Source: an optimization exercise on an open RTL-to-GDS flow (aim: a short achievable clock period and few clock cycles). Production flows keep margins and buffers that such runs may drop.
Function was checked by simulation only, so behaviour that the tests miss may differ from the original.
The flow treats the clock pin as an ideal source, which a real chip does not have.
Power figures rest on the tool's default switching activity, not on a simulated workload.

==> design.v <==
package mips_pkg;
	localparam int xlen        = 32;
	localparam int reg_addr_w  = 5;
	localparam int imem_addr_w = 6;
	localparam int dmem_addr_w = 6;
	localparam logic [5:0] fn_addu = 6'h21;
	localparam logic [5:0] fn_subu = 6'h23;
	localparam logic [5:0] fn_and  = 6'h24;
	localparam logic [5:0] fn_or   = 6'h25;
	localparam logic [5:0] fn_slt  = 6'h2a;
	typedef enum logic [5:0] {
		OP_RTYPE = 6'h00,
		OP_BEQ   = 6'h04,
		OP_ADDI  = 6'h08,
		OP_LW    = 6'h23,
		OP_SW    = 6'h2b,
		OP_HALT  = 6'h3f
	} opcode_t;
	typedef enum logic [2:0] {
		ALU_ADD = 3'd0,
		ALU_SUB = 3'd1,
		ALU_AND = 3'd2,
		ALU_OR  = 3'd3,
		ALU_SLT = 3'd4
	} alu_op_t;
	typedef struct packed {
		logic [xlen-1:0] instr;
		logic [xlen-1:0] pc_plus4;
	} if_id_t;
	typedef struct packed {
		logic [xlen-1:0]       rs_val;
		logic [xlen-1:0]       rt_val;
		logic [xlen-1:0]       imm;
		logic [xlen-1:0]       pc_plus4;
		logic [reg_addr_w-1:0] dest;
		alu_op_t               alu_op;
		logic                  use_imm;
		logic                  mem_read;
		logic                  mem_write;
		logic                  reg_write;
		logic                  branch;
		logic                  halt;
	} id_ex_t;
	typedef struct packed {
		logic [xlen-1:0]       result;
		logic [xlen-1:0]       store_data;
		logic [reg_addr_w-1:0] dest;
		logic                  mem_read;
		logic                  mem_write;
		logic                  reg_write;
		logic                  halt;
	} ex_mem_t;
	typedef struct packed {
		logic [xlen-1:0]       wb_data;
		logic [reg_addr_w-1:0] dest;
		logic                  reg_write;
		logic                  halt;
	} mem_wb_t;
endpackage
`timescale 1ns/1ns
module mips_inst_mem (
	input  logic                             clk,
	input  logic                             rst_n,
	input  logic                             load_req,
	input  logic [mips_pkg::imem_addr_w-1:0] load_addr,
	input  logic [mips_pkg::xlen-1:0]        load_data,
	output logic                             load_ack,
	input  logic [mips_pkg::imem_addr_w-1:0] fetch_addr,
	output logic [mips_pkg::xlen-1:0]        fetch_instr
);
	logic [mips_pkg::xlen-1:0] mem [2**mips_pkg::imem_addr_w];
	always_ff @(posedge clk or negedge rst_n) begin
		if (!rst_n) begin
			load_ack <= 1'b0;
		end else if (load_req && !load_ack) begin
			load_ack <= 1'b1;
		end else if (!load_req && load_ack) begin
			load_ack <= 1'b0;
		end
	end
	always_ff @(posedge clk) begin
		if (load_req && !load_ack) begin
			mem[load_addr] <= load_data;
		end
	end
	assign fetch_instr = mem[fetch_addr];
endmodule
`timescale 1ns/1ns
module mips_reg_file (
	input  logic                            clk,
	input  logic                            rst_n,
	input  logic [mips_pkg::reg_addr_w-1:0] rs_addr,
	input  logic [mips_pkg::reg_addr_w-1:0] rt_addr,
	input  logic [mips_pkg::reg_addr_w-1:0] dbg_addr,
	output logic [mips_pkg::xlen-1:0]       rs_data,
	output logic [mips_pkg::xlen-1:0]       rt_data,
	output logic [mips_pkg::xlen-1:0]       dbg_data,
	input  logic                            wr_en,
	input  logic [mips_pkg::reg_addr_w-1:0] wr_addr,
	input  logic [mips_pkg::xlen-1:0]       wr_data
);
	logic [mips_pkg::xlen-1:0] regs [2**mips_pkg::reg_addr_w];
	logic                      wr_live;
	assign wr_live = wr_en && (wr_addr != '0);
	always_ff @(posedge clk or negedge rst_n) begin
		if (!rst_n) begin
			for (int i = 0; i < 2**mips_pkg::reg_addr_w; i++) begin
				regs[i] <= '0;
			end
		end else if (wr_live) begin
			regs[wr_addr] <= wr_data;
		end
	end
	assign rs_data = (wr_live && wr_addr == rs_addr) ? wr_data : regs[rs_addr];
	assign rt_data = (wr_live && wr_addr == rt_addr) ? wr_data : regs[rt_addr];
	always_ff @(posedge clk or negedge rst_n) begin
		if (!rst_n) begin
			dbg_data <= '0;
		end else begin
			dbg_data <= regs[dbg_addr];
		end
	end
endmodule
`timescale 1ns/1ns
module mips_decoder (
	input  logic [mips_pkg::xlen-1:0] instr,
	output mips_pkg::id_ex_t          ctrl
);
	mips_pkg::opcode_t                op;
	logic [5:0]                       funct;
	logic [mips_pkg::reg_addr_w-1:0]  rt;
	logic [mips_pkg::reg_addr_w-1:0]  rd;
	assign op    = mips_pkg::opcode_t'(instr[31:26]);
	assign rt    = instr[20:16];
	assign rd    = instr[15:11];
	assign funct = instr[5:0];
	always_comb begin
		ctrl      = '0;
		ctrl.imm  = {{(mips_pkg::xlen-16){instr[15]}}, instr[15:0]};
		ctrl.dest = rt;
		case (op)
			mips_pkg::OP_RTYPE: begin
				ctrl.dest      = rd;
				ctrl.reg_write = 1'b1;
				case (funct)
					mips_pkg::fn_addu: ctrl.alu_op = mips_pkg::ALU_ADD;
					mips_pkg::fn_subu: ctrl.alu_op = mips_pkg::ALU_SUB;
					mips_pkg::fn_and:  ctrl.alu_op = mips_pkg::ALU_AND;
					mips_pkg::fn_or:   ctrl.alu_op = mips_pkg::ALU_OR;
					mips_pkg::fn_slt:  ctrl.alu_op = mips_pkg::ALU_SLT;
					default:           ctrl.reg_write = 1'b0;
				endcase
			end
			mips_pkg::OP_ADDI: begin
				ctrl.use_imm   = 1'b1;
				ctrl.reg_write = 1'b1;
			end
			mips_pkg::OP_LW: begin
				ctrl.use_imm   = 1'b1;
				ctrl.mem_read  = 1'b1;
				ctrl.reg_write = 1'b1;
			end
			mips_pkg::OP_SW: begin
				ctrl.use_imm   = 1'b1;
				ctrl.mem_write = 1'b1;
			end
			mips_pkg::OP_BEQ: begin
				ctrl.branch = 1'b1;
			end
			mips_pkg::OP_HALT: begin
				ctrl.halt = 1'b1;
			end
			default: begin
				ctrl.dest = '0;
			end
		endcase
	end
endmodule
`timescale 1ns/1ns
module mips_execute (
	input  mips_pkg::id_ex_t          stage,
	output logic [mips_pkg::xlen-1:0] result,
	output logic [mips_pkg::xlen-1:0] store_data,
	output logic                      branch_taken,
	output logic [mips_pkg::xlen-1:0] branch_target
);
	logic [mips_pkg::xlen-1:0] op_a;
	logic [mips_pkg::xlen-1:0] op_b;
	assign op_a = stage.rs_val;
	assign op_b = stage.use_imm ? stage.imm : stage.rt_val;
	always_comb begin
		case (stage.alu_op)
			mips_pkg::ALU_ADD: result = op_a + op_b;
			mips_pkg::ALU_SUB: result = op_a - op_b;
			mips_pkg::ALU_AND: result = op_a & op_b;
			mips_pkg::ALU_OR:  result = op_a | op_b;
			mips_pkg::ALU_SLT: begin
				result = {{(mips_pkg::xlen-1){1'b0}}, $signed(op_a) < $signed(op_b)};
			end
			default:           result = '0;
		endcase
	end
	assign store_data = stage.rt_val;
	assign branch_target = stage.pc_plus4 + {stage.imm[mips_pkg::xlen-3:0], 2'b00};
	assign branch_taken  = stage.branch && (stage.rs_val == stage.rt_val);
endmodule
`timescale 1ns/1ns
module mips_data_mem (
	input  logic                      clk,
	input  logic                      rst_n,
	input  logic                      wr_en,
	input  logic [mips_pkg::xlen-1:0] addr,
	input  logic [mips_pkg::xlen-1:0] wr_data,
	output logic [mips_pkg::xlen-1:0] rd_data
);
	logic [mips_pkg::xlen-1:0]        mem [2**mips_pkg::dmem_addr_w];
	logic [mips_pkg::dmem_addr_w-1:0] word_idx;
	assign word_idx = addr[mips_pkg::dmem_addr_w+1:2];
	always_ff @(posedge clk or negedge rst_n) begin
		if (!rst_n) begin
			for (int i = 0; i < 2**mips_pkg::dmem_addr_w; i++) begin
				mem[i] <= '0;
			end
		end else if (wr_en) begin
			mem[word_idx] <= wr_data;
		end
	end
	assign rd_data = mem[word_idx];
endmodule
`timescale 1ns/1ns
module mips_top (
	input  logic                             clk,
	input  logic                             rst_n,
	input  logic                             run,
	input  logic                             load_req,
	input  logic [mips_pkg::imem_addr_w-1:0] load_addr,
	input  logic [mips_pkg::xlen-1:0]        load_data,
	output logic                             load_ack,
	input  logic [mips_pkg::reg_addr_w-1:0]  dbg_reg_addr,
	output logic [mips_pkg::xlen-1:0]        dbg_reg_data,
	output logic [mips_pkg::xlen-1:0]        pc,
	output logic                             halt
);
	mips_pkg::if_id_t  if_id;
	mips_pkg::id_ex_t  id_ex;
	mips_pkg::ex_mem_t ex_mem;
	mips_pkg::mem_wb_t mem_wb;
	mips_pkg::id_ex_t  dec_ctrl;
	mips_pkg::id_ex_t  id_next;
	mips_pkg::ex_mem_t ex_next;
	mips_pkg::mem_wb_t wb_next;
	logic [mips_pkg::xlen-1:0] fetch_instr;
	logic [mips_pkg::xlen-1:0] pc_plus4;
	logic                      fetch_halt;
	logic                      fetch_stop;
	logic [mips_pkg::xlen-1:0] rs_data;
	logic [mips_pkg::xlen-1:0] rt_data;
	logic [mips_pkg::xlen-1:0] ex_result;
	logic [mips_pkg::xlen-1:0] ex_store_data;
	logic                      branch_taken;
	logic [mips_pkg::xlen-1:0] branch_target;
	logic [mips_pkg::xlen-1:0] dmem_rd_data;
	assign pc_plus4   = pc + 32'd4;
	assign fetch_halt = (fetch_instr[31:26] == mips_pkg::OP_HALT);
	mips_inst_mem u_inst_mem (
		.clk         (clk),
		.rst_n       (rst_n),
		.load_req    (load_req),
		.load_addr   (load_addr),
		.load_data   (load_data),
		.load_ack    (load_ack),
		.fetch_addr  (pc[mips_pkg::imem_addr_w+1:2]),
		.fetch_instr (fetch_instr)
	);
	always_ff @(posedge clk or negedge rst_n) begin
		if (!rst_n) begin
			pc <= '0;
		end else if (!run) begin
			pc <= '0;
		end else if (fetch_stop || fetch_halt) begin
			pc <= pc;
		end else if (branch_taken) begin
			pc <= branch_target;
		end else begin
			pc <= pc_plus4;
		end
	end
	always_ff @(posedge clk or negedge rst_n) begin
		if (!rst_n) begin
			fetch_stop <= 1'b0;
		end else if (!run) begin
			fetch_stop <= 1'b0;
		end else if (fetch_halt) begin
			fetch_stop <= 1'b1;
		end
	end
	always_ff @(posedge clk or negedge rst_n) begin
		if (!rst_n) begin
			if_id <= '0;
		end else if (!run || fetch_stop) begin
			if_id <= '0;
		end else begin
			if_id.instr    <= fetch_instr;
			if_id.pc_plus4 <= pc_plus4;
		end
	end
	mips_decoder u_decoder (
		.instr (if_id.instr),
		.ctrl  (dec_ctrl)
	);
	mips_reg_file u_reg_file (
		.clk      (clk),
		.rst_n    (rst_n),
		.rs_addr  (if_id.instr[25:21]),
		.rt_addr  (if_id.instr[20:16]),
		.dbg_addr (dbg_reg_addr),
		.rs_data  (rs_data),
		.rt_data  (rt_data),
		.dbg_data (dbg_reg_data),
		.wr_en    (mem_wb.reg_write),
		.wr_addr  (mem_wb.dest),
		.wr_data  (mem_wb.wb_data)
	);
	always_comb begin
		id_next          = dec_ctrl;
		id_next.rs_val   = rs_data;
		id_next.rt_val   = rt_data;
		id_next.pc_plus4 = if_id.pc_plus4;
	end
	always_ff @(posedge clk or negedge rst_n) begin
		if (!rst_n) begin
			id_ex <= '0;
		end else if (!run) begin
			id_ex <= '0;
		end else begin
			id_ex <= id_next;
		end
	end
	mips_execute u_execute (
		.stage         (id_ex),
		.result        (ex_result),
		.store_data    (ex_store_data),
		.branch_taken  (branch_taken),
		.branch_target (branch_target)
	);
	always_comb begin
		ex_next.result     = ex_result;
		ex_next.store_data = ex_store_data;
		ex_next.dest       = id_ex.dest;
		ex_next.mem_read   = id_ex.mem_read;
		ex_next.mem_write  = id_ex.mem_write;
		ex_next.reg_write  = id_ex.reg_write;
		ex_next.halt       = id_ex.halt;
	end
	always_ff @(posedge clk or negedge rst_n) begin
		if (!rst_n) begin
			ex_mem <= '0;
		end else if (!run) begin
			ex_mem <= '0;
		end else begin
			ex_mem <= ex_next;
		end
	end
	mips_data_mem u_data_mem (
		.clk     (clk),
		.rst_n   (rst_n),
		.wr_en   (ex_mem.mem_write),
		.addr    (ex_mem.result),
		.wr_data (ex_mem.store_data),
		.rd_data (dmem_rd_data)
	);
	always_comb begin
		wb_next.wb_data   = ex_mem.mem_read ? dmem_rd_data : ex_mem.result;
		wb_next.dest      = ex_mem.dest;
		wb_next.reg_write = ex_mem.reg_write;
		wb_next.halt      = ex_mem.halt;
	end
	always_ff @(posedge clk or negedge rst_n) begin
		if (!rst_n) begin
			mem_wb <= '0;
		end else if (!run) begin
			mem_wb <= '0;
		end else begin
			mem_wb <= wb_next;
		end
	end
	always_ff @(posedge clk or negedge rst_n) begin
		if (!rst_n) begin
			halt <= 1'b0;
		end else if (!run) begin
			halt <= 1'b0;
		end else if (mem_wb.halt) begin
			halt <= 1'b1;
		end
	end
endmodule
==> run.sh <==
#!/bin/bash
# synth_recipe.tcl (not shown) runs the flow's synth.tcl, then flattens the netlist and writes it again
# the make line also repeats each setting of config.mk as NAME=value (left out here)
make -C /OpenROAD-flow-scripts/flow DESIGN_CONFIG=/design/flow/config.mk WORK_HOME=/design/flow/orfs CLKGATE_MAP_FILE= SYNTH_SCRIPT=/design/flow/synth_recipe.tcl finish
==> config.mk <==
export PLATFORM = sky130hd
export DESIGN_NAME = mips_top
export DESIGN_NICKNAME = mips_top
export VERILOG_FILES = /design/flow/design.v
export SDC_FILE = /design/flow/constraint.sdc
export NUM_CORES = 8
export LEC_CHECK = 0
export CAP_MARGIN = 20
export CORE_MARGIN = 2
export CORE_UTILIZATION = 30
export SLEW_MARGIN = 20
==> constraint.sdc <==
create_clock -name core_clock -period 5.3 [get_ports {clk}]
set_input_delay 1.0600 -clock core_clock [delete_from_list [all_inputs] [get_ports {clk}]]
set_output_delay 1.0600 -clock core_clock [all_outputs]
set_load 0.01 [all_outputs]
==> key figures, run 1 <==
Routing
  – Via density per instance: 6.322
  – Post-route DRC violation count: 0
  – Via count: 177900
  – Detailed-routing iteration count for the pre-antenna-repair pass: 10
  – Average routed wire per standard cell: 39.25 µm
  – Iteration-0 DRC Markers: 30770
  – Detailed Route WL: 1104 mm
  – DRT antenna net count: 0

Power
  – Leakage power total: 116.4 nW
  – Power per Cell Area: 348.6 nW/µm²
  – Worst-case vdd ir drop: 0.0003602 V

Die
  – Horiz. Die Dim: 900.4 µm
  – Die area: 810700 µm²
  – Boundary Pins: 113
  – Starting density of the core: 30.08%
  – Total core area: 801500 µm²
  – Height of the die: 900.4 µm
  – Cell Rows: 329

Layout
  – Signed area change from the synthesized netlist to the final layout: 16.35%
  – Post-layout instance count excluding filler cells: 28140
  – Leading cell types in the layout, fill and taps excluded: sky130_fd_sc_hd__dfrtp_1 (3385), sky130_fd_sc_hd__mux2_2 (3045), sky130_fd_sc_hd__edfxtp_1 (2048)
  – Proportion of layout cells with a drive suffix above 1: 31.92%
  – Leading cell type in the layout, fill and taps excluded: sky130_fd_sc_hd__dfrtp_1
  – Fillers: 76240
  – Post-layout net count: 17200

Status
  – Status: timing/DRC/antenna clean

Critical path
  – Sort of element at the start of the critical path: flip-flop
  – Cell-by-cell trace of the critical path: nand2b_4 > buf_4 > buf_4 > o221ai_1 > a21oi_1 > nor3_1 > a211oi_1 > nor3_1
  – Data arrival time of the critical path: 5.54 ns
  – CP endpoint kind: flip-flop
  – Critical path peak fanout: 60
  – Library cell contributing the largest single delay on the critical path: sky130_fd_sc_hd__a211oi_1
  – Crit path required time: 6.25 ns
  – Top cell family by delay on the critical path: buffers and inverters
  – Total buffers and inverters traversed by the critical path: 2
  – Register-to-Register Setup Slack: 0.71 ns
  – Critical Setup Path Class: reg -> reg
  – Largest stage delay on the critical path: 0.82 ns

Global routing
  – Overflow left after global routing: 0
  – Via count of the first global-routing pass: 169700
  – Wire length of the first global-routing pass: 1487 mm
  – GRT Overall Usage: 26.11%
  – Number of antenna violations at the first check in global routing: 84
  – Pin count of the biggest net entering global routing: 178

STA
  – Part of the cycle the worst path needs: 86.56%
  – Measured slew at the worst slew-check pin: 1.334 ns
  – Sum Neg Setup Slack: 0 ns
  – Setup repair after global routing missed its margin: false
  – Timing-limited maximum frequency: 218.0 MHz
  – Final-report max-slew violation count: 0
  – Count of endpoints failing setup in the final report: 0
  – Number of hold violations in the final report: 0
  – Final min period: 4.588 ns
  – Worst Skew: 0.1064 ns
  – Normalized max-slew margin: 11.09%

Clocking
  – Master cell of the clock root buffer: sky130_fd_sc_hd__clkbuf_16
  – CTS tree: yes
  – # clock sinks: 5489
  – Worst-Skew Late Latency: 1.15 ns
  – Buffer levels on the longest clock path: 4
  – Register clock-pin slew on the reported worst setup and hold paths: 0.06 ns
  – Number of buffers created by CTS: 591
  – Level count of the clock H-tree: 6

Synth
  – Async set-or-reset flop fraction in the synthesized netlist: 62.69%
  – Cell Area, Synth: 241000 µm²
  – Area share of the largest cell type after synthesis: 35.72%
  – Distinct cells, synth: 84
  – Post-synthesis net count: 17110
  – Mapped Cells: 16920
  – Synth Area per Inst: 14.25 µm²
  – Total number of yosys warnings: 8
  – Number of synthesized flops with an enable pin: 2048
  – Dominant cells by area after synthesis: sky130_fd_sc_hd__dfrtp_1 (36%), sky130_fd_sc_hd__edfxtp_1 (26%), sky130_fd_sc_hd__mux2_2 (14%)
  – Most frequently used flop master after synthesis: sky130_fd_sc_hd__dfrtp_1
  – #FFs+latches synth: 5489
  – Share of the yosys chip area belonging to registers: 61.24%
  – Dominant cell type by area after synthesis: sky130_fd_sc_hd__dfrtp_1

Placed design
  – Routability-driven placement congestion ratio: 0.9995
  – Buffers on Ports: 112
  – Number of cells after detailed placement: 27000
  – Half-perimeter wire length of the detailed placement result: 661.2 mm

Job
  – Maximum capacitance violations: 0

Worst hold path
  – Class of the tightest hold or removal check: in -> reg
area by class of cell:
class / count / area, µm² / share of cell area [%]
Sequential cell: 5489 / 147700 / 52.67
Multi-Input combinational cell: 9792 / 89630 / 31.96
Clock buffer: 838 / 16800 / 5.989
Tap cell: 10590 / 13250 / 4.725
Timing Repair Buffer: 1010 / 9771 / 3.484
Clock inverter: 229 / 2668 / 0.9511
Inverter: 124 / 480.5 / 0.1713
Antenna cell: 61 / 152.6 / 0.05443
path summary, 6_finish.rpt:
kind | from | endpoint | cells after the start
min reg2reg | u_reg_file.regs[0][15] | u_reg_file.regs[0][15] | 0
min | load_data[3] | u_inst_mem.mem[58][3] | 1
min in group asynchronous | rst_n | u_data_mem.mem[29][22] | 2
max | pc[3] | if_id[38] | 8
max reg2reg | pc[3] | if_id[38] | 8
max in group asynchronous | rst_n | u_reg_file.regs[17][2] | 4
timing repair:
item                                   4_1_cts  5_1_grt
gates resized for setup                      0        0
endpoints found under the hold margin       10        0
hold buffers                                 1        0
buffers inserted                             0        0
flip-flops by register name, indices dropped and copies added (netlist names):
name and count:
u_reg_file.regs 1024, fetch_stop 1, u_reg_file.dbg_data 32, id_ex 126
if_id 64, u_inst_mem.load_ack 1, ex_mem 73, u_inst_mem.mem 2048
mem_wb 39, pc 32, u_data_mem.mem 2048, halt 1
layer usage:
metal	routed length [µm]	track usage (%)	vias to the layer above
met5	350	0.1749	-
met4	82720	15.09	34
met3	136000	9.043	4233
met2	463600	38.00	14040
met1	421600	33.74	92980
li1	-	-	66580
metrics by stage:
| stage | setup slack (ns) | total power [mW] | area, µm² | utilization [%] | hold WS, ns |
|---|---|---|---|---|---|
| detailed placement | 0.8468 | 56.11 | 260500 | 32.51 | 0.4162 |
| floorplan | 1.024 | 50.31 | 241000 | - | 0.4337 |
| global placement | 0.8454 | 56.08 | 260200 | 32.46 | 0.4243 |
| global route | 0.5114 | 100.0 | 280300 | 34.98 | 0.1855 |
| CTS | 0.8128 | 97.60 | 280000 | 34.94 | 0.1294 |
| finish | 0.7121 | 97.76 | 280500 | 34.99 | 0.2073 |
Yosys cell counts, types with 60 or more instances:
| cell | number |
|---|---|
| sky130_fd_sc_hd__a211oi_1 | 75 |
| sky130_fd_sc_hd__a21oi_1 | 466 |
| sky130_fd_sc_hd__a221oi_1 | 580 |
| sky130_fd_sc_hd__a22o_1 | 573 |
| sky130_fd_sc_hd__a22oi_1 | 1309 |
| sky130_fd_sc_hd__and2_1 | 89 |
| sky130_fd_sc_hd__buf_1 | 335 |
| sky130_fd_sc_hd__buf_2 | 60 |
| sky130_fd_sc_hd__clkbuf_1 | 1104 |
| sky130_fd_sc_hd__dfrtp_1 | 3441 |
| sky130_fd_sc_hd__edfxtp_1 | 2048 |
| sky130_fd_sc_hd__ha_1 | 144 |
| sky130_fd_sc_hd__inv_1 | 120 |
| sky130_fd_sc_hd__mux2_2 | 3045 |
| sky130_fd_sc_hd__mux2i_1 | 504 |
| sky130_fd_sc_hd__mux4_2 | 304 |
| sky130_fd_sc_hd__nand2_1 | 221 |
| sky130_fd_sc_hd__nand3_1 | 221 |
| sky130_fd_sc_hd__nand4_1 | 397 |
| sky130_fd_sc_hd__nor2_1 | 675 |
| sky130_fd_sc_hd__nor3_1 | 112 |
| sky130_fd_sc_hd__nor4_1 | 84 |
| sky130_fd_sc_hd__o21ai_0 | 98 |
| sky130_fd_sc_hd__o221ai_1 | 215 |
| sky130_fd_sc_hd__o22ai_1 | 120 |
| sky130_fd_sc_hd__o32ai_1 | 68 |
| sky130_fd_sc_hd__xnor2_1 | 60 |
| sky130_fd_sc_hd__xor2_1 | 61 |
where the power goes:
| part | switching [mW] | internal [mW] | total, mW |
|---|---|---|---|
| sequential | 0.813 | 44.4 | 45.2 |
| combinational | 7.65 | 2.91 | 10.6 |
| clock | 18.2 | 23.7 | 42.0 |
| total | 26.7 | 71.1 | 97.8 |
logic make-up (layout without fill, tap and decap cells):
group           after synthesis  in the layout  synth area share [%]
flops                      5489           5489                 61.24
mux                        3853           3853                 19.16
compound gates             3704           3704                 11.71
simple gates               1967           1967                 4.046
buf+inv                    1637           2201                 2.634
fa+ha+maj                   147            147                0.7724
xor+xnor                    121            121                0.4396
other cells                   0             61                     0
Testbench counts, summed over its fixed seeds: cycles 37,965.
==> inputs of run 2 (changes only) <==
--- a/design.v
+++ b/design.v
@@ -116,6 +116,8 @@
 	always_ff @(posedge clk or negedge rst_n) begin
 		if (!rst_n) begin
 			dbg_data <= '0;
+		end else if (wr_live && wr_addr == dbg_addr) begin
+			dbg_data <= wr_data;
 		end else begin
 			dbg_data <= regs[dbg_addr];
 		end
@@ -389,7 +391,7 @@
 			halt <= 1'b0;
 		end else if (!run) begin
 			halt <= 1'b0;
-		end else if (mem_wb.halt) begin
+		end else if (ex_mem.halt) begin
 			halt <= 1'b1;
 		end
 	end
--- a/config.mk
+++ b/config.mk
@@ -5,7 +5,8 @@
 export SDC_FILE = /design/flow/constraint.sdc
 export NUM_CORES = 8
 export LEC_CHECK = 0
-export CAP_MARGIN = 20
+export CAP_MARGIN = 30
 export CORE_MARGIN = 2
 export CORE_UTILIZATION = 30
-export SLEW_MARGIN = 20
+export SETUP_SLACK_MARGIN = 2.0
+export SLEW_MARGIN = 40
==> key figures, run 2 <==
Status
  – Status: timing/DRC/antenna clean

Synth
  – Async set-or-reset flop fraction in the synthesized netlist: 62.68%
  – Dominant cells by area after synthesis: sky130_fd_sc_hd__dfrtp_1 (36%), sky130_fd_sc_hd__edfxtp_1 (25%), sky130_fd_sc_hd__mux2_2 (15%)
  – #FFs+latches synth: 5488
  – Distinct cells, synth: 98
  – Most frequent cells after synthesis: sky130_fd_sc_hd__dfrtp_1 (3440), sky130_fd_sc_hd__mux2_2 (3152), sky130_fd_sc_hd__edfxtp_1 (2048)
  – Total number of yosys warnings: 8
  – Cell with the most instances after synthesis: sky130_fd_sc_hd__dfrtp_1
  – Mapped Cells: 17380
  – Most frequently used flop master after synthesis: sky130_fd_sc_hd__dfrtp_1
  – Number of synthesized flops with an enable pin: 2048
  – Dominant cell type by area after synthesis: sky130_fd_sc_hd__dfrtp_1
  – Area share of the largest cell type after synthesis: 35.52%
  – Synth Area per Inst: 13.94 µm²
  – Share of the yosys chip area belonging to registers: 60.90%
  – Post-synthesis net count: 17580
  – Cell Area, Synth: 242400 µm²

Global routing
  – Number of antenna violations at the first check in global routing: 127
  – Pin count of the biggest net entering global routing: 146
  – Wire length of the first global-routing pass: 1574 mm
  – Overflow left after global routing: 0
  – Via count of the first global-routing pass: 172900
  – GRT Overall Usage: 27.93%

Routing
  – Via count: 180900
  – Via density per instance: 6.163
  – DRT antenna net count: 0
  – Post-route DRC violation count: 0
  – Detailed-routing iteration count for the pre-antenna-repair pass: 9
  – Detailed Route WL: 1184 mm
  – Iteration-0 DRC Markers: 28090
  – Average routed wire per standard cell: 40.35 µm

STA
  – Part of the cycle the worst path needs: 69.54%
  – Count of endpoints failing setup in the final report: 0
  – Worst Skew: 0.08560 ns
  – Measured slew at the worst slew-check pin: 0.9961 ns
  – Normalized max-slew margin: 33.44%
  – Final min period: 3.686 ns
  – Worst hold margin: 0.3046 ns
  – Sum Neg Setup Slack: 0 ns
  – Least setup slack across all paths after layout: 1.614 ns
  – Final-report max-slew violation count: 0
  – Timing-limited maximum frequency: 271.3 MHz
  – Number of hold violations in the final report: 0
  – Setup repair after global routing missed its margin: true

Die
  – Total core area: 806400 µm²
  – Horiz. Die Dim: 902.8 µm
  – Height of the die: 902.8 µm
  – Cell Rows: 330
  – Boundary Pins: 113
  – Die area: 815000 µm²
  – Starting density of the core: 30.05%

Clocking
  – Buffer levels on the longest clock path: 4
  – Master cell of the clock root buffer: sky130_fd_sc_hd__clkbuf_16
  – Number of buffers created by CTS: 601
  – Level count of the clock H-tree: 6
  – CTS tree: yes
  – # clock sinks: 5488
  – Worst-Skew Late Latency: 1.16 ns
  – Register clock-pin slew on the reported worst setup and hold paths: 0.06 ns

Worst hold path
  – Class of the tightest hold or removal check: in -> reg

Critical path
  – CP endpoint kind: flip-flop
  – Library cell contributing the largest single delay on the critical path: sky130_fd_sc_hd__dfrtp_2
  – Cell-by-cell trace of the critical path: buf_8 > mux2i_4 > inv_2 > ha_4 > fa_2 > a211oi_4 > o21ai_2 > a311oi_2 > buf_4 > o21ai_4 > a32o_2 > a31o_4 > a31oi_4 > xnor2_1 > nand2_1 > a31oi_1
  – Largest stage delay on the critical path: 0.38 ns
  – Critical path peak fanout: 5
  – Data arrival time of the critical path: 4.68 ns
  – Sort of element at the start of the critical path: flip-flop
  – Critical Setup Path Class: reg -> reg
  – Crit path required time: 6.29 ns

Layout
  – Leading cell type in the layout, fill and taps excluded: sky130_fd_sc_hd__dfrtp_1
  – Proportion of layout cells with a drive suffix above 1: 36.40%
  – Signed area change from the synthesized netlist to the final layout: 20.67%
  – Leading cell types in the layout, fill and taps excluded: sky130_fd_sc_hd__dfrtp_1 (3320), sky130_fd_sc_hd__mux2_2 (3151), sky130_fd_sc_hd__edfxtp_1 (2048)
  – Biggest registers after layout: u_data_mem.mem x2048, u_inst_mem.mem x2048, u_reg_file.regs x1024
  – Final non-filler cell area: 292400 µm²
  – Post-layout net count: 18190

Power
  – Power per Cell Area: 337.6 nW/µm²
  – Total chip power: 98.71 mW
  – Worst-case vdd ir drop: 0.0004174 V
  – Leakage power total: 121.5 nW

Job
  – Maximum capacitance violations: 0

Placed design
  – Buffers on Ports: 112
  – Half-perimeter wire length of the detailed placement result: 711.7 mm
  – Routability-driven placement congestion ratio: 0.9514
  – Post-Place Cell Area: 264500 µm²
  – DP Worst Slack: 0.7918 ns
==> run 2: area by class of cell <==
type,count,area [µm²]
fillers,76520,514000
clock buffers,829,17120
well taps,10790,13500
diodes,76,190.2
repair buffers,1542,16710
inverters,126,489.2
clock inverters,265,3237
multi-input cells,10240,93350
flip-flops and latches,5488,147800
==> run 2: cells by family (layout without fill, tap and decap cells) <==
kind of cell / Yosys count / in the layout / synth area share [%]
xor gates and xnor gates: 130 / 130 / 0.4698
muxes: 3869 / 3869 / 19.21
DFF: 5488 / 5488 / 60.90
and+or+nand+nor: 2332 / 2335 / 4.694
AOI/OAI and AO/OA: 3758 / 3758 / 11.22
other: 0 / 76 / 0
buffers and inverters: 1657 / 2762 / 2.749
adders and majority gates: 147 / 147 / 0.7682
==> run 2: final timing paths <==
kind                          startpoint                 endpoint  slack, ns  cells after the start
min in group asynchronous          rst_n  u_reg_file.regs[24][26]       0.45                      2
hold reg to reg                ex_mem[8]                mem_wb[6]       0.45                      1
setup reg to reg                id_ex[5]               ex_mem[71]       1.61                     16
setup / recovery                id_ex[5]               ex_mem[71]       1.61                     16
max in group asynchronous          rst_n   u_data_mem.mem[23][26]       2.90                      5
hold / removal             load_data[19]   u_inst_mem.mem[25][19]       0.30                      1
==> run 2: power breakdown <==
group | total, mW | internal [mW] | switching, mW
registers | 45.1 | 44.4 | 0.702
logic | 9.98 | 3.17 | 6.81
clock network | 43.7 | 24.9 | 18.8
==> run 2: timing repair <==
item	4_1_cts	5_1_grt
gates cloned	18	4
setup endpoints to repair	1069	250
endpoints found under the hold margin	56	0
hold buffers	1	0
setup buffers	318	78
pin swaps	172	89
resized for setup	497	225
==> run 2: metal layers <==
layer / vias up / wire length [µm] / share of wire (%) / global-route usage (%)
li1: 68690 / - / - / -
met1: 95670 / 469300 / 40 / 37.10
met4: 61 / 87050 / 7.3 / 16.57
met2: 12780 / 496200 / 42 / 40.23
met3: 3714 / 131400 / 11 / 8.364
met5: - / 526 / 0.044 / 0.1690
==> run 2: through the flow <==
stage                     utilization (%)  cells
after floorplan                         -  17380
after global placement              32.57  27700
after detailed placement            32.80  27760
after CTS                           35.98  29190
after global routing                36.25  29300
final                               36.27  29360
==> run 2: critical path, delay by kind of cell, from the launching register on <==
family / cells / cell delay, ns
muxes: 1 / 0.29
and+or+nand+nor: 1 / 0.07
DFF: 1 / 0.38
xor gates and xnor gates: 1 / 0.13
AOI/OAI and AO/OA: 8 / 1.72
buffers and inverters: 3 / 0.41
adders and majority gates: 2 / 0.55
Testbench counts of run 2, summed over its fixed seeds: cycles 37,645.
==> inputs of run 3 (changes only) <==
--- a/design.v
+++ b/design.v
@@ -66,7 +66,8 @@
 	input  logic [mips_pkg::xlen-1:0]        load_data,
 	output logic                             load_ack,
 	input  logic [mips_pkg::imem_addr_w-1:0] fetch_addr,
-	output logic [mips_pkg::xlen-1:0]        fetch_instr
+	output logic [mips_pkg::xlen-1:0]        fetch_instr,
+	output logic [mips_pkg::xlen-1:0]        word0
 );
 	logic [mips_pkg::xlen-1:0] mem [2**mips_pkg::imem_addr_w];
 	always_ff @(posedge clk or negedge rst_n) begin
@@ -84,6 +85,7 @@
 		end
 	end
 	assign fetch_instr = mem[fetch_addr];
+	assign word0       = mem[0];
 endmodule
 `timescale 1ns/1ns
 module mips_reg_file (
@@ -113,15 +115,7 @@
 	end
 	assign rs_data = (wr_live && wr_addr == rs_addr) ? wr_data : regs[rs_addr];
 	assign rt_data = (wr_live && wr_addr == rt_addr) ? wr_data : regs[rt_addr];
-	always_ff @(posedge clk or negedge rst_n) begin
-		if (!rst_n) begin
-			dbg_data <= '0;
-		end else if (wr_live && wr_addr == dbg_addr) begin
-			dbg_data <= wr_data;
-		end else begin
-			dbg_data <= regs[dbg_addr];
-		end
-	end
+	assign dbg_data = regs[dbg_addr];
 endmodule
 `timescale 1ns/1ns
 module mips_decoder (
@@ -252,7 +246,6 @@
 	mips_pkg::ex_mem_t ex_next;
 	mips_pkg::mem_wb_t wb_next;
 	logic [mips_pkg::xlen-1:0] fetch_instr;
-	logic [mips_pkg::xlen-1:0] pc_plus4;
 	logic                      fetch_halt;
 	logic                      fetch_stop;
 	logic [mips_pkg::xlen-1:0] rs_data;
@@ -262,8 +255,15 @@
 	logic                      branch_taken;
 	logic [mips_pkg::xlen-1:0] branch_target;
 	logic [mips_pkg::xlen-1:0] dmem_rd_data;
-	assign pc_plus4   = pc + 32'd4;
+	logic [mips_pkg::xlen-1:0] fp;            
+	logic [mips_pkg::xlen-1:0] fp_plus4;
+	logic [mips_pkg::xlen-1:0] word0;
+	logic                      word0_halt;
+	logic [mips_pkg::xlen-1:0] rf_dbg;
+	logic [mips_pkg::xlen-1:0] dbg_next;
+	assign fp_plus4   = fp + 32'd4;
 	assign fetch_halt = (fetch_instr[31:26] == mips_pkg::OP_HALT);
+	assign word0_halt = (word0[31:26] == mips_pkg::OP_HALT);
 	mips_inst_mem u_inst_mem (
 		.clk         (clk),
 		.rst_n       (rst_n),
@@ -271,27 +271,37 @@
 		.load_addr   (load_addr),
 		.load_data   (load_data),
 		.load_ack    (load_ack),
-		.fetch_addr  (pc[mips_pkg::imem_addr_w+1:2]),
-		.fetch_instr (fetch_instr)
+		.fetch_addr  (fp[mips_pkg::imem_addr_w+1:2]),
+		.fetch_instr (fetch_instr),
+		.word0       (word0)
 	);
 	always_ff @(posedge clk or negedge rst_n) begin
 		if (!rst_n) begin
-			pc <= '0;
+			fp <= '0;
 		end else if (!run) begin
-			pc <= '0;
+			fp <= word0_halt ? 32'd0 : 32'd4;
 		end else if (fetch_stop || fetch_halt) begin
-			pc <= pc;
+			fp <= fp;
 		end else if (branch_taken) begin
-			pc <= branch_target;
+			fp <= branch_target;
 		end else begin
-			pc <= pc_plus4;
+			fp <= fp_plus4;
 		end
 	end
 	always_ff @(posedge clk or negedge rst_n) begin
 		if (!rst_n) begin
-			fetch_stop <= 1'b0;
+			pc <= '0;
 		end else if (!run) begin
+			pc <= '0;
+		end else begin
+			pc <= fp;
+		end
+	end
+	always_ff @(posedge clk or negedge rst_n) begin
+		if (!rst_n) begin
 			fetch_stop <= 1'b0;
+		end else if (!run) begin
+			fetch_stop <= word0_halt;
 		end else if (fetch_halt) begin
 			fetch_stop <= 1'b1;
 		end
@@ -299,11 +309,14 @@
 	always_ff @(posedge clk or negedge rst_n) begin
 		if (!rst_n) begin
 			if_id <= '0;
-		end else if (!run || fetch_stop) begin
+		end else if (!run) begin
+			if_id.instr    <= word0;
+			if_id.pc_plus4 <= 32'd4;
+		end else if (fetch_stop) begin
 			if_id <= '0;
 		end else begin
 			if_id.instr    <= fetch_instr;
-			if_id.pc_plus4 <= pc_plus4;
+			if_id.pc_plus4 <= fp_plus4;
 		end
 	end
 	mips_decoder u_decoder (
@@ -318,7 +331,7 @@
 		.dbg_addr (dbg_reg_addr),
 		.rs_data  (rs_data),
 		.rt_data  (rt_data),
-		.dbg_data (dbg_reg_data),
+		.dbg_data (rf_dbg),
 		.wr_en    (mem_wb.reg_write),
 		.wr_addr  (mem_wb.dest),
 		.wr_data  (mem_wb.wb_data)
@@ -391,8 +404,24 @@
 			halt <= 1'b0;
 		end else if (!run) begin
 			halt <= 1'b0;
-		end else if (ex_mem.halt) begin
+		end else if (id_ex.halt) begin
 			halt <= 1'b1;
 		end
 	end
+	always_comb begin
+		if (ex_mem.reg_write && ex_mem.dest != '0 && ex_mem.dest == dbg_reg_addr) begin
+			dbg_next = wb_next.wb_data;
+		end else if (mem_wb.reg_write && mem_wb.dest != '0 && mem_wb.dest == dbg_reg_addr) begin
+			dbg_next = mem_wb.wb_data;
+		end else begin
+			dbg_next = rf_dbg;
+		end
+	end
+	always_ff @(posedge clk or negedge rst_n) begin
+		if (!rst_n) begin
+			dbg_reg_data <= '0;
+		end else begin
+			dbg_reg_data <= dbg_next;
+		end
+	end
 endmodule
==> flow/run.sh (new file) <==
#!/bin/bash
# The standard layout (the standard.sh: unchanged synthesis and steps),
# with two changes to how the layout is made:
#  - plain buffers on the ports instead of the default port buffer cell
#  - a second setup repair after the CTS step's own (extra_repair.tcl)
set -euo pipefail
here=$(cd "$(dirname "$0")" && pwd)
export BUFFER_PORTS_ARGS="-buffer_cell sky130_fd_sc_hd__buf_4"
export POST_CTS_TCL="$here/extra_repair.tcl"
bash standard.sh > standard.log 2>&1
==> flow/extra_repair.tcl (new file) <==
# Sourced by ORFS after its own CTS-stage repair (POST_CTS_TCL): a second
# setup repair from where the first stopped, then hold repair and placement
# legalisation as the CTS step does.
puts "extra repair: setup"
estimate_parasitics -placement
repair_timing -setup -setup_margin $::env(SETUP_SLACK_MARGIN) -repair_tns 100 \
  -match_cell_footprint -max_passes 100 -verbose
puts "extra repair: hold"
repair_timing -hold -hold_margin 0 -match_cell_footprint -verbose
detailed_placement
check_placement -verbose
estimate_parasitics -placement
report_worst_slack -max
==> standard.sh (new file) <==
#!/bin/bash
# synth_recipe.tcl (not shown) runs the flow's synth.tcl, then flattens the netlist and writes it again
# the make line also repeats each setting of config.mk as NAME=value (left out here)
make -C /OpenROAD-flow-scripts/flow DESIGN_CONFIG=/design/flow/config.mk WORK_HOME=/design/flow/orfs CLKGATE_MAP_FILE= SYNTH_SCRIPT=/design/flow/synth_recipe.tcl "${@:-finish}"
--- a/config.mk
+++ b/config.mk
@@ -5,8 +5,8 @@
 export SDC_FILE = /design/flow/constraint.sdc
 export NUM_CORES = 8
 export LEC_CHECK = 0
-export CAP_MARGIN = 30
+export CAP_MARGIN = 20
 export CORE_MARGIN = 2
 export CORE_UTILIZATION = 30
 export SETUP_SLACK_MARGIN = 2.0
-export SLEW_MARGIN = 40
+export SLEW_MARGIN = 20
removed: run.sh
==> key figures, run 3 <==
Status
  – Status: timing/DRC/antenna clean

Die
  – Starting density of the core: 30.05%
  – Die area: 814600 µm²
  – Horiz. Die Dim: 902.5 µm
  – Height of the die: 902.5 µm
  – Total core area: 806000 µm²
  – Cell Rows: 330
  – Boundary Pins: 113

Synth
  – Mapped Cells: 16410
  – Synth Area per Inst: 14.76 µm²
  – Dominant cells by area after synthesis: sky130_fd_sc_hd__dfrtp_1 (36%), sky130_fd_sc_hd__edfxtp_1 (25%), sky130_fd_sc_hd__mux2_2 (14%)
  – Most frequently used flop master after synthesis: sky130_fd_sc_hd__dfrtp_1
  – Distinct cells, synth: 86
  – Share of the yosys chip area belonging to registers: 61.25%
  – Async set-or-reset flop fraction in the synthesized netlist: 62.89%
  – Dominant cell type by area after synthesis: sky130_fd_sc_hd__dfrtp_1
  – Cell Area, Synth: 242200 µm²
  – Most frequent cells after synthesis: sky130_fd_sc_hd__dfrtp_1 (3471), sky130_fd_sc_hd__mux2_2 (3051), sky130_fd_sc_hd__edfxtp_1 (2048)
  – #FFs+latches synth: 5519
  – Area share of the largest cell type after synthesis: 35.86%
  – Post-synthesis net count: 16610
  – Number of synthesized flops with an enable pin: 2048
  – Cell with the most instances after synthesis: sky130_fd_sc_hd__dfrtp_1
  – Total number of yosys warnings: 8

Critical path
  – Source of the worst register-to-register timing path: fp[2]
  – Top cell family by delay on the critical path: buffers and inverters
  – CP endpoint kind: flip-flop
  – Sort of element at the start of the critical path: flip-flop
  – Register-to-Register Setup Slack: 1.45 ns
  – Data arrival time of the critical path: 4.88 ns
  – Critical path peak fanout: 7
  – Capturing point of the worst reg2reg path: fp[26]
  – Count of cells along the worst register-to-register path: 19
  – Crit path required time: 6.33 ns
  – Library cell contributing the largest single delay on the critical path: sky130_fd_sc_hd__mux4_2
  – Largest stage delay on the critical path: 0.58 ns
  – Total buffers and inverters traversed by the critical path: 10
  – Critical Setup Path Class: reg -> reg
  – Cell-by-cell trace of the critical path: buf_6 > buf_12 > buf_12 > buf_12 > buf_4 > mux4_2 > mux4_2 > a21oi_1 > a21oi_1 > o22ai_2 > or4_4 > buf_6 > o21bai_4 > buf_6 > buf_12 > buf_4 > buf_6 > nand2b_4 > a21o_1

Layout
  – Post-layout net count: 17310
  – Leading cell type in the layout, fill and taps excluded: sky130_fd_sc_hd__dfrtp_1
  – Leading cell types in the layout, fill and taps excluded: sky130_fd_sc_hd__dfrtp_1 (3393), sky130_fd_sc_hd__mux2_2 (3050), sky130_fd_sc_hd__edfxtp_1 (2048)
  – Final Util: 36.21%
  – Biggest registers after layout: u_data_mem.mem x2048, u_inst_mem.mem x2048, u_reg_file.regs x1024
  – Final non-filler cell area: 291800 µm²
  – Signed area change from the synthesized netlist to the final layout: 20.49%
  – Proportion of layout cells with a drive suffix above 1: 39.86%
  – Post-layout instance count excluding filler cells: 28440

Routing
  – Detailed-routing iteration count for the pre-antenna-repair pass: 15
  – Via density per instance: 6.284
  – Via count: 178700
  – Post-route DRC violation count: 0
  – DRT antenna net count: 0
  – Detailed Route WL: 1121 mm
  – Average routed wire per standard cell: 39.42 µm
  – Iteration-0 DRC Markers: 30300

Placed design
  – Routability-driven placement congestion ratio: 1.023
  – Half-perimeter wire length of the detailed placement result: 669.6 mm
  – Buffers on Ports: 112
  – Post-Place Cell Area: 261900 µm²
  – Number of cells after detailed placement: 26720
  – DP Worst Slack: 0.4218 ns

Clocking
  – Worst-Skew Late Latency: 1.15 ns
  – Register clock-pin slew on the reported worst setup and hold paths: 0.06 ns
  – CTS tree: yes
  – # clock sinks: 5519

STA
  – Final min period: 3.850 ns
  – Worst hold margin: 0.2968 ns
  – Setup repair after global routing missed its margin: true
  – Count of endpoints failing setup in the final report: 0
  – Number of hold violations in the final report: 0
  – Timing-limited maximum frequency: 259.8 MHz
  – Part of the cycle the worst path needs: 72.63%
  – Normalized max-slew margin: 9.608%
  – Sum Neg Setup Slack: 0 ns
  – Final-report max-slew violation count: 0
  – Worst Skew: 0.08426 ns
  – Measured slew at the worst slew-check pin: 1.353 ns
  – Least setup slack across all paths after layout: 1.450 ns

Worst hold path
  – Terminating pin of the worst hold path: u_inst_mem.load_ack
  – Class of the tightest hold or removal check: in -> reg
  – Number of instances on the worst hold path: 3
  – Origin of the worst min-delay path: load_req

Power
  – Part of the total power dissipated in the clock network: 44.5%
  – Switching share of total power: 24.47%
  – Worst-case vdd ir drop: 0.0003851 V
  – Combinational power share: 7.5%
  – Total chip power: 93.31 mW
  – Sequential group share of total power: 48.0%
  – Leakage power total: 121.0 nW
  – Internal Power: 70.48 mW
  – Net switching power: 22.83 mW
  – Power per Cell Area: 319.7 nW/µm²

Global routing
  – Wire length of the first global-routing pass: 1504 mm
  – Pin count of the biggest net entering global routing: 174
  – Via count of the first global-routing pass: 172000
  – Overflow left after global routing: 0
  – Number of antenna violations at the first check in global routing: 79
  – GRT Overall Usage: 26.41%

Job
  – Maximum capacitance violations: 0
[run 3: worst max path at each step]
stage	end	from	slack, ns	depth (start not counted)
after floorplan	u_inst_mem.mem[18][0]	load_req	1.56	5
after global placement	dbg_reg_data[25]	ex_mem[47]	0.36	11
after detailed placement	dbg_reg_data[3]	ex_mem[47]	0.42	11
after global routing	ex_mem[65]	id_ex[5]	1.32	15
final	fp[26]	fp[2]	1.45	19
[run 3: layout make-up]
class / instances / area [µm²]
tap: 10790 / 13500
sequential: 5519 / 148500
clock buffer: 815 / 16470
clock inverter: 235 / 2520
antenna: 69 / 172.7
timing repair buffer: 1575 / 16930
inverter: 153 / 586.8
multi-input combinational: 9281 / 93150
fill: 76190 / 514100
[run 3: layer usage]
layer	routed length [µm]	vias up	global-route usage (%)
li1	-	65850	-
met1	414900	93290	33.43
met5	665	-	0.3555
met3	141000	4733	9.503
met2	469800	14760	38.16
met4	94810	57	16.98
[run 3: worst register-to-register path, cell delays in order, from the launching register on]
cell	delay [ns]
sky130_fd_sc_hd__dfrtp_4	0.49
sky130_fd_sc_hd__buf_6	0.13
sky130_fd_sc_hd__buf_12	0.14
sky130_fd_sc_hd__buf_12	0.16
sky130_fd_sc_hd__buf_12	0.13
sky130_fd_sc_hd__buf_4	0.13
sky130_fd_sc_hd__mux4_2	0.40
sky130_fd_sc_hd__mux4_2	0.58
sky130_fd_sc_hd__a21oi_1	0.22
sky130_fd_sc_hd__a21oi_1	0.09
sky130_fd_sc_hd__o22ai_2	0.11
sky130_fd_sc_hd__or4_4	0.15
sky130_fd_sc_hd__buf_6	0.10
sky130_fd_sc_hd__o21bai_4	0.09
sky130_fd_sc_hd__buf_6	0.14
sky130_fd_sc_hd__buf_12	0.14
sky130_fd_sc_hd__buf_4	0.14
sky130_fd_sc_hd__buf_6	0.12
sky130_fd_sc_hd__nand2b_4	0.13
sky130_fd_sc_hd__a21o_1	0.15
[run 3: logic make-up after synthesis]
kind of cell / count (synthesis) / share of synthesized area, %
fa+ha+maj: 147 / 0.7687
buf+inv: 1616 / 2.642
flops: 5519 / 61.25
compound gates: 3280 / 10.33
simple gates: 1943 / 4.009
xor+xnor: 138 / 0.4990
mux: 3768 / 20.50
[run 3: power groups by stage]
stage               registers [mW]  logic (mW)  clock network [mW]
finish                        44.8        6.99                41.5
global placement              45.7        5.55                   0
floorplan                     45.4        2.70                   0
detailed placement            45.7        5.57                   0
global route                  44.8        7.18                43.5
Testbench counts of run 3, summed over its fixed seeds: cycles 37,005.

separate check: timing with driven ports:
The flow's constraints put no driver on any port. The routed layouts listed below were extracted and timed again, unchanged, in two steps.
Step 1, drivers: a clkbuf_16 drives clk and a buf_2 each remaining input, both assumed.
Step 2, shift: input delay + t, output delay - t, t = (earliest + latest rising clock arrival at the registers) / 2. This alone moves slack from input paths to output paths.
Slacks: no drivers / after step 1 / after step 2; pairs: no drivers / after step 1.
run | t (ns) | setup WS [ns] | worst setup path at the end | pins driven straight from the clock port
run 1 | 1.226 | 0.712 / 0.712 / 0.684 | input to register | 1
run 2 | 1.244 | 1.614 / 1.614 / 0.809 | input to register | 1
run 3 | 1.250 | 1.450 / 1.450 / 0.690 | input to register | 1
After both steps setup and hold are still met in every run listed. For run 2, which loses most, drivers alone change the setup slack by 0.000 ns; drivers and shift together by -0.805 ns.
